Background: an optimization exercise with open tools, aiming at small area and a short achievable clock period. Do not read the settings as production practice. Where RTL was checked, it was by simulation tests only, not by an equivalence proof against the original. Power and IR drop assume default switching activity.

==> module barrett_cfg, before the edit <==
module barrett_cfg (
  input  logic        clk_i,
  input  logic        cfg_we_i,
  input  logic [15:0] q_i,
  input  logic [31:0] mu_i,
  output logic [3:0]  s_o,
  output logic [15:0] q_o,
  output logic [8:0]  m1_one_o,
  output logic [8:0]  m1_two_o,
  output logic [7:0]  m1_neg_o,
  output logic [8:0]  m2_one_o,
  output logic [7:0]  m2_two_o,
  output logic [7:0]  m2_neg_o
);
  logic [3:0]  s_calc;
  logic [18:0] mb;    
  logic [18:0] qb;    
  logic [8:0]  m1_one, m1_two, m1_neg, m2_one, m2_two;
  logic       z8, z4h, z4l;
  logic [3:0] t;    
  logic [7:0] u;    
  assign z8  = ~|q_i[15:8];
  assign z4h = ~|q_i[15:12];
  assign z4l = ~|q_i[7:4];
  always_comb begin
    for (int i = 0; i < 4; i++) t[i] = ~|q_i[4*i+3 -: 2];
    for (int i = 0; i < 8; i++) u[i] = ~q_i[2*i+1];
  end
  assign s_calc[3] = z8;
  assign s_calc[2] = z8 ? z4l : z4h;
  assign s_calc[1] = z8 ? (z4l ? t[0] : t[1]) : (z4h ? t[2] : t[3]);
  assign s_calc[0] = z8 ? (z4l ? (t[0] ? u[0] : u[1]) : (t[1] ? u[2] : u[3]))
                        : (z4h ? (t[2] ? u[4] : u[5]) : (t[3] ? u[6] : u[7]));
  assign mb = {1'b0, (mu_i[17] ? 17'h1ffff : mu_i[16:0]), 1'b0};
  assign qb = {2'b00, q_i, 1'b0};
  always_comb begin
    for (int i = 0; i < 9; i++) begin
      m1_one[i] = mb[2*i+1] ^ mb[2*i];
      m1_two[i] = (mb[2*i+2] & ~mb[2*i+1] & ~mb[2*i])
                | (~mb[2*i+2] & mb[2*i+1] & mb[2*i]);
      m1_neg[i] = mb[2*i+2];
      m2_one[i] = qb[2*i+1] ^ qb[2*i];
      m2_two[i] = (qb[2*i+2] & ~qb[2*i+1] & ~qb[2*i])
                | (~qb[2*i+2] & qb[2*i+1] & qb[2*i]);
    end
  end
  always_ff @(posedge clk_i) begin
    if (cfg_we_i) begin
      s_o      <= s_calc;
      q_o      <= q_i;
      m1_one_o <= m1_one;
      m1_two_o <= m1_two;
      m1_neg_o <= m1_neg[7:0];
      m2_one_o <= m2_one;
      m2_two_o <= m2_two[7:0];
    end
  end
  always_comb begin
    for (int i = 0; i < 8; i++) m2_neg_o[i] = ~q_o[2*i+1];
  end
endmodule
==> flow/config.mk <==
export PLATFORM = sky130hd
export DESIGN_NAME = barrett_top
export DESIGN_NICKNAME = barrett_top
export VERILOG_FILES = /design/flow/design.v
export SDC_FILE = /design/flow/constraint.sdc
export NUM_CORES = 4
export LEC_CHECK = 0
export CAP_MARGIN = 20
export CORE_MARGIN = 2
export CORE_UTILIZATION = 65
export SETUP_SLACK_MARGIN = 4.0
export SLEW_MARGIN = 20
==> flow/constraint.sdc <==
create_clock -name core_clock -period 7.0 [get_ports {clk_i}]
set_input_delay 1.4000 -clock core_clock [delete_from_list [all_inputs] [get_ports {clk_i}]]
set_output_delay 1.4000 -clock core_clock [all_outputs]
set_load 0.01 [all_outputs]
run.sh (not shown) runs the stock make flow with config.mk's settings and CLKGATE_MAP_FILE= SYNTH_SCRIPT=/design/flow/synth_recipe.tcl, a recipe that flattens the netlist after the stock synthesis.
Edit:
--- a/flow/design.v
+++ b/flow/design.v
@@ -56,11 +56,11 @@
   output logic [7:0]  m2_neg_o
 );
   logic [3:0]  s_calc;
   logic [18:0] mb;    
   logic [18:0] qb;    
-  logic [8:0]  m1_one, m1_two, m1_neg, m2_one, m2_two;
+  logic [8:0]  m1_one, m1_two, m1_neg, m2_one, m2_two, m2_neg;
   logic       z8, z4h, z4l;
   logic [3:0] t;    
   logic [7:0] u;    
   assign z8  = ~|q_i[15:8];
   assign z4h = ~|q_i[15:12];
@@ -83,10 +83,11 @@
                 | (~mb[2*i+2] & mb[2*i+1] & mb[2*i]);
       m1_neg[i] = mb[2*i+2];
       m2_one[i] = qb[2*i+1] ^ qb[2*i];
       m2_two[i] = (qb[2*i+2] & ~qb[2*i+1] & ~qb[2*i])
                 | (~qb[2*i+2] & qb[2*i+1] & qb[2*i]);
+      m2_neg[i] = ~qb[2*i+2];   
     end
   end
   always_ff @(posedge clk_i) begin
     if (cfg_we_i) begin
       s_o      <= s_calc;
@@ -94,15 +95,13 @@
       m1_one_o <= m1_one;
       m1_two_o <= m1_two;
       m1_neg_o <= m1_neg[7:0];
       m2_one_o <= m2_one;
       m2_two_o <= m2_two[7:0];
+      m2_neg_o <= m2_neg[7:0];
     end
   end
-  always_comb begin
-    for (int i = 0; i < 8; i++) m2_neg_o[i] = ~q_o[2*i+1];
-  end
 endmodule
 `default_nettype wire
 `default_nettype none
 module barrett_reduce (
   input  logic        clk_i,
What happened: The new run finished with timing, DRC and antenna clean; sequential power rises by about 2%; design area goes up by 1.2%; wire length fell by 1.6%; clock skew came out higher by 0.0099 ns; combinational power came out lower by about 1%; synthesized cell count is higher by 2.4%; total power rose by 0.53%.
The RTL of the second run of this note was laid out without a check of its function.

========
Another version of the RTL of barrett_top (not shown whole).
For scale: about 330 flip-flops, roughly 110 I/O pins, ~20,000 um2 of cells after synthesis.
==> module barrett_cfg, before the edit <==
module barrett_cfg (
  input  logic        clk_i,
  input  logic        cfg_we_i,
  input  logic [15:0] q_i,
  input  logic [31:0] mu_i,
  output logic [3:0]  s_o,
  output logic [15:0] q_o,
  output logic [8:0]  m1_one_o,
  output logic [8:0]  m1_two_o,
  output logic [7:0]  m1_neg_o,
  output logic [8:0]  m2_one_o,
  output logic [7:0]  m2_two_o,
  output logic [7:0]  m2_neg_o
);
  logic [3:0]  s_calc;
  logic [18:0] mb;    
  logic [18:0] qb;    
  logic [8:0]  m1_one, m1_two, m1_neg, m2_one, m2_two;
  logic       z8, z4h, z4l;
  logic [3:0] t;    
  logic [7:0] u;    
  assign z8  = ~|q_i[15:8];
  assign z4h = ~|q_i[15:12];
  assign z4l = ~|q_i[7:4];
  always_comb begin
    for (int i = 0; i < 4; i++) t[i] = ~|q_i[4*i+3 -: 2];
    for (int i = 0; i < 8; i++) u[i] = ~q_i[2*i+1];
  end
  assign s_calc[3] = z8;
  assign s_calc[2] = z8 ? z4l : z4h;
  assign s_calc[1] = z8 ? (z4l ? t[0] : t[1]) : (z4h ? t[2] : t[3]);
  assign s_calc[0] = z8 ? (z4l ? (t[0] ? u[0] : u[1]) : (t[1] ? u[2] : u[3]))
                        : (z4h ? (t[2] ? u[4] : u[5]) : (t[3] ? u[6] : u[7]));
  assign mb = {1'b0, (mu_i[17] ? 17'h1ffff : mu_i[16:0]), 1'b0};
  assign qb = {2'b00, q_o, 1'b0};
  always_comb begin
    for (int i = 0; i < 9; i++) begin
      m1_one[i] = mb[2*i+1] ^ mb[2*i];
      m1_two[i] = (mb[2*i+2] & ~mb[2*i+1] & ~mb[2*i])
                | (~mb[2*i+2] & mb[2*i+1] & mb[2*i]);
      m1_neg[i] = mb[2*i+2];
      m2_one[i] = qb[2*i+1] ^ qb[2*i];
      m2_two[i] = (qb[2*i+2] & ~qb[2*i+1] & ~qb[2*i])
                | (~qb[2*i+2] & qb[2*i+1] & qb[2*i]);
    end
  end
  always_ff @(posedge clk_i) begin
    if (cfg_we_i) begin
      s_o      <= s_calc;
      q_o      <= q_i;
      m1_one_o <= m1_one;
      m1_two_o <= m1_two;
      m1_neg_o <= m1_neg[7:0];
    end
  end
  always_ff @(posedge clk_i) begin
    m2_one_o <= m2_one;
    m2_two_o <= m2_two[7:0];
  end
  always_comb begin
    for (int i = 0; i < 8; i++) m2_neg_o[i] = ~q_o[2*i+1];
  end
endmodule
==> module barrett_top, before the edit <==
module barrett_top (
  input  logic        clk_i,
  input  logic        rst_ni,
  input  logic        cfg_we_i,
  input  logic [47:0] cfg_i,         
  input  logic        in_valid_i,
  input  logic [35:0] in_i,          
  output logic        out_valid_o,
  output logic [19:0] out_o          
);
  logic [3:0]  cfg_s;
  logic [15:0] cfg_q;
  logic [8:0]  m1_one, m1_two, m2_one;
  logic [7:0]  m1_neg, m2_two, m2_neg;
  barrett_cfg barrett_cfg_i (
    .clk_i    (clk_i),
    .cfg_we_i (cfg_we_i),
    .q_i      (cfg_i[47:32]),
    .mu_i     (cfg_i[31:0]),
    .s_o      (cfg_s),
    .q_o      (cfg_q),
    .m1_one_o (m1_one),
    .m1_two_o (m1_two),
    .m1_neg_o (m1_neg),
    .m2_one_o (m2_one),
    .m2_two_o (m2_two),
    .m2_neg_o (m2_neg)
  );
  barrett_reduce barrett_reduce_i (
    .clk_i       (clk_i),
    .rst_ni      (rst_ni),
    .s_i         (cfg_s),
    .q_i         (cfg_q),
    .m1_one_i    (m1_one),
    .m1_two_i    (m1_two),
    .m1_neg_i    (m1_neg),
    .m2_one_i    (m2_one),
    .m2_two_i    (m2_two),
    .m2_neg_i    (m2_neg),
    .in_valid_i  (in_valid_i),
    .x_i         (in_i[35:4]),
    .tag_i       (in_i[3:0]),
    .out_valid_o (out_valid_o),
    .r_o         (out_o[19:4]),
    .tag_o       (out_o[3:0])
  );
endmodule
export LEC_CHECK = 0
export CAP_MARGIN = 20
export CORE_MARGIN = 2
export CORE_UTILIZATION = 65
export CTS_BUF_LIST = sky130_fd_sc_hd__clkbuf_8
export CTS_CLUSTER_DIAMETER = 45
export CTS_CLUSTER_SIZE = 20
export PLACE_DENSITY = 0.75
export SETUP_SLACK_MARGIN = 4.1
export SLEW_MARGIN = 20
create_clock -name core_clock -period 7.0 [get_ports {clk_i}]
standard.sh (not shown) runs the stock make flow with config.mk's settings and CLKGATE_MAP_FILE= SYNTH_SCRIPT=/design/flow/synth_recipe.tcl, a recipe that flattens the netlist after the stock synthesis.
==> flow/flow/run.sh <==
#!/bin/bash
# The standard layout, with plain buf_1 cells (not clkdlybuf4s50_1) as the
# port buffers that ORFS inserts before global placement. make's full output
# goes to standard.log; each ORFS step also keeps its own log under orfs/logs.
set -euo pipefail
export BUFFER_PORTS_ARGS="-buffer_cell sky130_fd_sc_hd__buf_1"
bash standard.sh > standard.log 2>&1
The first run finished clean.
Change:
--- a/flow/design.v
+++ b/flow/design.v
@@ -46,10 +46,11 @@
   input  logic        cfg_we_i,
   input  logic [15:0] q_i,
   input  logic [31:0] mu_i,
   output logic [3:0]  s_o,
   output logic [15:0] q_o,
+  output logic [15:0] qf_o,
   output logic [8:0]  m1_one_o,
   output logic [8:0]  m1_two_o,
   output logic [7:0]  m1_neg_o,
   output logic [8:0]  m2_one_o,
   output logic [7:0]  m2_two_o,
@@ -95,10 +96,11 @@
       m1_two_o <= m1_two;
       m1_neg_o <= m1_neg[7:0];
     end
   end
   always_ff @(posedge clk_i) begin
+    qf_o     <= q_o;    
     m2_one_o <= m2_one;
     m2_two_o <= m2_two[7:0];
   end
   always_comb begin
     for (int i = 0; i < 8; i++) m2_neg_o[i] = ~q_o[2*i+1];
@@ -4625,20 +4627,21 @@
   input  logic [35:0] in_i,          
   output logic        out_valid_o,
   output logic [19:0] out_o          
 );
   logic [3:0]  cfg_s;
-  logic [15:0] cfg_q;
+  logic [15:0] cfg_q, cfg_qf;
   logic [8:0]  m1_one, m1_two, m2_one;
   logic [7:0]  m1_neg, m2_two, m2_neg;
   barrett_cfg barrett_cfg_i (
     .clk_i    (clk_i),
     .cfg_we_i (cfg_we_i),
     .q_i      (cfg_i[47:32]),
     .mu_i     (cfg_i[31:0]),
     .s_o      (cfg_s),
     .q_o      (cfg_q),
+    .qf_o     (cfg_qf),
     .m1_one_o (m1_one),
     .m1_two_o (m1_two),
     .m1_neg_o (m1_neg),
     .m2_one_o (m2_one),
     .m2_two_o (m2_two),
@@ -4646,11 +4649,11 @@
   );
   barrett_reduce barrett_reduce_i (
     .clk_i       (clk_i),
     .rst_ni      (rst_ni),
     .s_i         (cfg_s),
-    .q_i         (cfg_q),
+    .q_i         (cfg_qf),
     .m1_one_i    (m1_one),
     .m1_two_i    (m1_two),
     .m1_neg_i    (m1_neg),
     .m2_one_i    (m2_one),
     .m2_two_i    (m2_two),
Core utilization decreases by 1.9 points.
Total power fell by 3.7%.
Routed wire length drops by 5.9%.
Global-route usage went down by 1.9 points.
Via count falls by 2.9%.
Final area is lower by 0.74%.
Clock skew is lower by 0.018 ns.
Hold slack is worse by 0.0098 ns.
Die area increases by 0.64%.
Fmax goes down by 4.2%.
Critical path depth increases by 3.
Flip-flop and latch count goes up by 14.
Setup slack got worse by 0.13 ns.
Clock-buffer cell count rose by 5.
The RTL of the second run of this note was laid out without a check of its function.

========
Another version of the RTL of barrett_top (not shown whole).
For scale: roughly 2000 cells after synthesis, ~340 flip-flops, about 0.020 mm² of cells after synthesis.
==> module barrett_cfg, before the edit <==
module barrett_cfg (
  input  logic        clk_i,
  input  logic        cfg_we_i,
  input  logic [15:0] q_i,
  input  logic [31:0] mu_i,
  output logic [3:0]  s_o,
  output logic [15:0] q_o,
  output logic [15:0] qf_o,
  output logic [8:0]  m1_one_o,
  output logic [8:0]  m1_two_o,
  output logic [7:0]  m1_neg_o,
  output logic [8:0]  m2_one_o,
  output logic [7:0]  m2_two_o,
  output logic [7:0]  m2_neg_o
);
  logic [3:0]  s_calc;
  logic [18:0] mb;    
  logic [18:0] qb;    
  logic [8:0]  m1_one, m1_two, m1_neg, m2_one, m2_two;
  logic       z8, z4h, z4l;
  logic [3:0] t;    
  logic [7:0] u;    
  assign z8  = ~|q_i[15:8];
  assign z4h = ~|q_i[15:12];
  assign z4l = ~|q_i[7:4];
  always_comb begin
    for (int i = 0; i < 4; i++) t[i] = ~|q_i[4*i+3 -: 2];
    for (int i = 0; i < 8; i++) u[i] = ~q_i[2*i+1];
  end
  assign s_calc[3] = z8;
  assign s_calc[2] = z8 ? z4l : z4h;
  assign s_calc[1] = z8 ? (z4l ? t[0] : t[1]) : (z4h ? t[2] : t[3]);
  assign s_calc[0] = z8 ? (z4l ? (t[0] ? u[0] : u[1]) : (t[1] ? u[2] : u[3]))
                        : (z4h ? (t[2] ? u[4] : u[5]) : (t[3] ? u[6] : u[7]));
  assign mb = {1'b0, (mu_i[17] ? 17'h1ffff : mu_i[16:0]), 1'b0};
  assign qb = {2'b00, q_o, 1'b0};
  always_comb begin
    for (int i = 0; i < 9; i++) begin
      m1_one[i] = mb[2*i+1] ^ mb[2*i];
      m1_two[i] = (mb[2*i+2] & ~mb[2*i+1] & ~mb[2*i])
                | (~mb[2*i+2] & mb[2*i+1] & mb[2*i]);
      m1_neg[i] = mb[2*i+2];
      m2_one[i] = qb[2*i+1] ^ qb[2*i];
      m2_two[i] = (qb[2*i+2] & ~qb[2*i+1] & ~qb[2*i])
                | (~qb[2*i+2] & qb[2*i+1] & qb[2*i]);
    end
  end
  always_ff @(posedge clk_i) begin
    if (cfg_we_i) begin
      s_o      <= s_calc;
      q_o      <= q_i;
      m1_one_o <= m1_one;
      m1_two_o <= m1_two;
      m1_neg_o <= m1_neg[7:0];
    end
  end
  always_ff @(posedge clk_i) begin
    qf_o     <= q_o;    
    m2_one_o <= m2_one;
    m2_two_o <= m2_two[7:0];
  end
  always_comb begin
    for (int i = 0; i < 8; i++) m2_neg_o[i] = ~q_o[2*i+1];
  end
endmodule
==> module barrett_top, before the edit <==
module barrett_top (
  input  logic        clk_i,
  input  logic        rst_ni,
  input  logic        cfg_we_i,
  input  logic [47:0] cfg_i,         
  input  logic        in_valid_i,
  input  logic [35:0] in_i,          
  output logic        out_valid_o,
  output logic [19:0] out_o          
);
  logic [3:0]  cfg_s;
  logic [15:0] cfg_q, cfg_qf;
  logic [8:0]  m1_one, m1_two, m2_one;
  logic [7:0]  m1_neg, m2_two, m2_neg;
  barrett_cfg barrett_cfg_i (
    .clk_i    (clk_i),
    .cfg_we_i (cfg_we_i),
    .q_i      (cfg_i[47:32]),
    .mu_i     (cfg_i[31:0]),
    .s_o      (cfg_s),
    .q_o      (cfg_q),
    .qf_o     (cfg_qf),
    .m1_one_o (m1_one),
    .m1_two_o (m1_two),
    .m1_neg_o (m1_neg),
    .m2_one_o (m2_one),
    .m2_two_o (m2_two),
    .m2_neg_o (m2_neg)
  );
  barrett_reduce barrett_reduce_i (
    .clk_i       (clk_i),
    .rst_ni      (rst_ni),
    .s_i         (cfg_s),
    .q_i         (cfg_qf),
    .m1_one_i    (m1_one),
    .m1_two_i    (m1_two),
    .m1_neg_i    (m1_neg),
    .m2_one_i    (m2_one),
    .m2_two_i    (m2_two),
    .m2_neg_i    (m2_neg),
    .in_valid_i  (in_valid_i),
    .x_i         (in_i[35:4]),
    .tag_i       (in_i[3:0]),
    .out_valid_o (out_valid_o),
    .r_o         (out_o[19:4]),
    .tag_o       (out_o[3:0])
  );
endmodule
Settings: LEC_CHECK=0, CAP_MARGIN=20, CORE_MARGIN=2, CORE_UTILIZATION=65, CTS_BUF_LIST=sky130_fd_sc_hd__clkbuf_8, CTS_CLUSTER_DIAMETER=45, CTS_CLUSTER_SIZE=20, PLACE_DENSITY=0.75, SETUP_SLACK_MARGIN=4.1, SLEW_MARGIN=20; clock period 7.0 ns.
Scripts as last shown in full above: flow/flow/run.sh
Next try:
--- a/flow/design.v
+++ b/flow/design.v
@@ -49,5 +49,4 @@
   output logic [3:0]  s_o,
   output logic [15:0] q_o,
-  output logic [15:0] qf_o,
   output logic [8:0]  m1_one_o,
   output logic [8:0]  m1_two_o,
@@ -99,5 +98,4 @@
   end
   always_ff @(posedge clk_i) begin
-    qf_o     <= q_o;    
     m2_one_o <= m2_one;
     m2_two_o <= m2_two[7:0];
@@ -5302,5 +5300,5 @@
 );
   logic [3:0]  cfg_s;
-  logic [15:0] cfg_q, cfg_qf;
+  logic [15:0] cfg_q;
   logic [8:0]  m1_one, m1_two, m2_one;
   logic [7:0]  m1_neg, m2_two, m2_neg;
@@ -5312,5 +5310,4 @@
     .s_o      (cfg_s),
     .q_o      (cfg_q),
-    .qf_o     (cfg_qf),
     .m1_one_o (m1_one),
     .m1_two_o (m1_two),
@@ -5324,5 +5321,5 @@
     .rst_ni      (rst_ni),
     .s_i         (cfg_s),
-    .q_i         (cfg_qf),
+    .q_i         (cfg_q),
     .m1_one_i    (m1_one),
     .m1_two_i    (m1_two),
After rerunning: The new run passed the timing, DRC and antenna checks; cell count came out lower by 2.6%; clock-buffer cell count came out lower by 3; core utilization came out lower by 0.70 points; power came out lower by 7.8%; worst hold slack is worse by 0.016 ns; routed wire length came out lower by 2.6%; clock skew came out higher by 0.011 ns; worst setup slack is better by 0.13 ns; global-route usage came out higher by 0.99 points; non-clock buffer count came out lower by 12; clock power barely changes; sequential share of layout area hardly moves; cell area came out lower by 4.0%; fmax came out higher by 4.6%.
No functional check of the RTL was part of the first run of this note.

==> what the ideal ports hide <==
The flow's constraints put no driver on any port. The routed layouts listed below were extracted and timed again, unchanged, in two steps. Step 1, drivers: a clkbuf_16 drives clk_i and a buf_2 each remaining input, both assumed. Step 2 moves the port delays by t, midway between the first and last clock arrival at a register: inputs arrive t later, outputs are due t later. That takes back most of the time a late clock gives input paths. Slacks: ideal ports / drivers / drivers and shift; pairs: ideal ports / drivers.
run	t, ns	setup slack, ns	worst register clock-pin slew, ns
the first run of note 1	0.570	3.971 / 3.971 / 3.571	0.06 / 0.06
the second run of note 1	0.568	3.867 / 3.867 / 3.532	0.06 / 0.06
the first run of note 2	0.589	4.032 / 4.032 / 4.032	0.11 / 0.11
the second run of note 2	0.599	3.903 / 3.903 / 3.903	0.10 / 0.10
the first run of note 3	0.614	4.017 / 4.017 / 4.017	0.10 / 0.10
the second run of note 3	0.619	4.148 / 4.148 / 4.058	0.12 / 0.12
After both steps setup and hold are still met in every run listed. For the first run of note 1, which loses most, drivers alone change the setup slack by 0.000 ns; drivers and shift together by -0.400 ns.
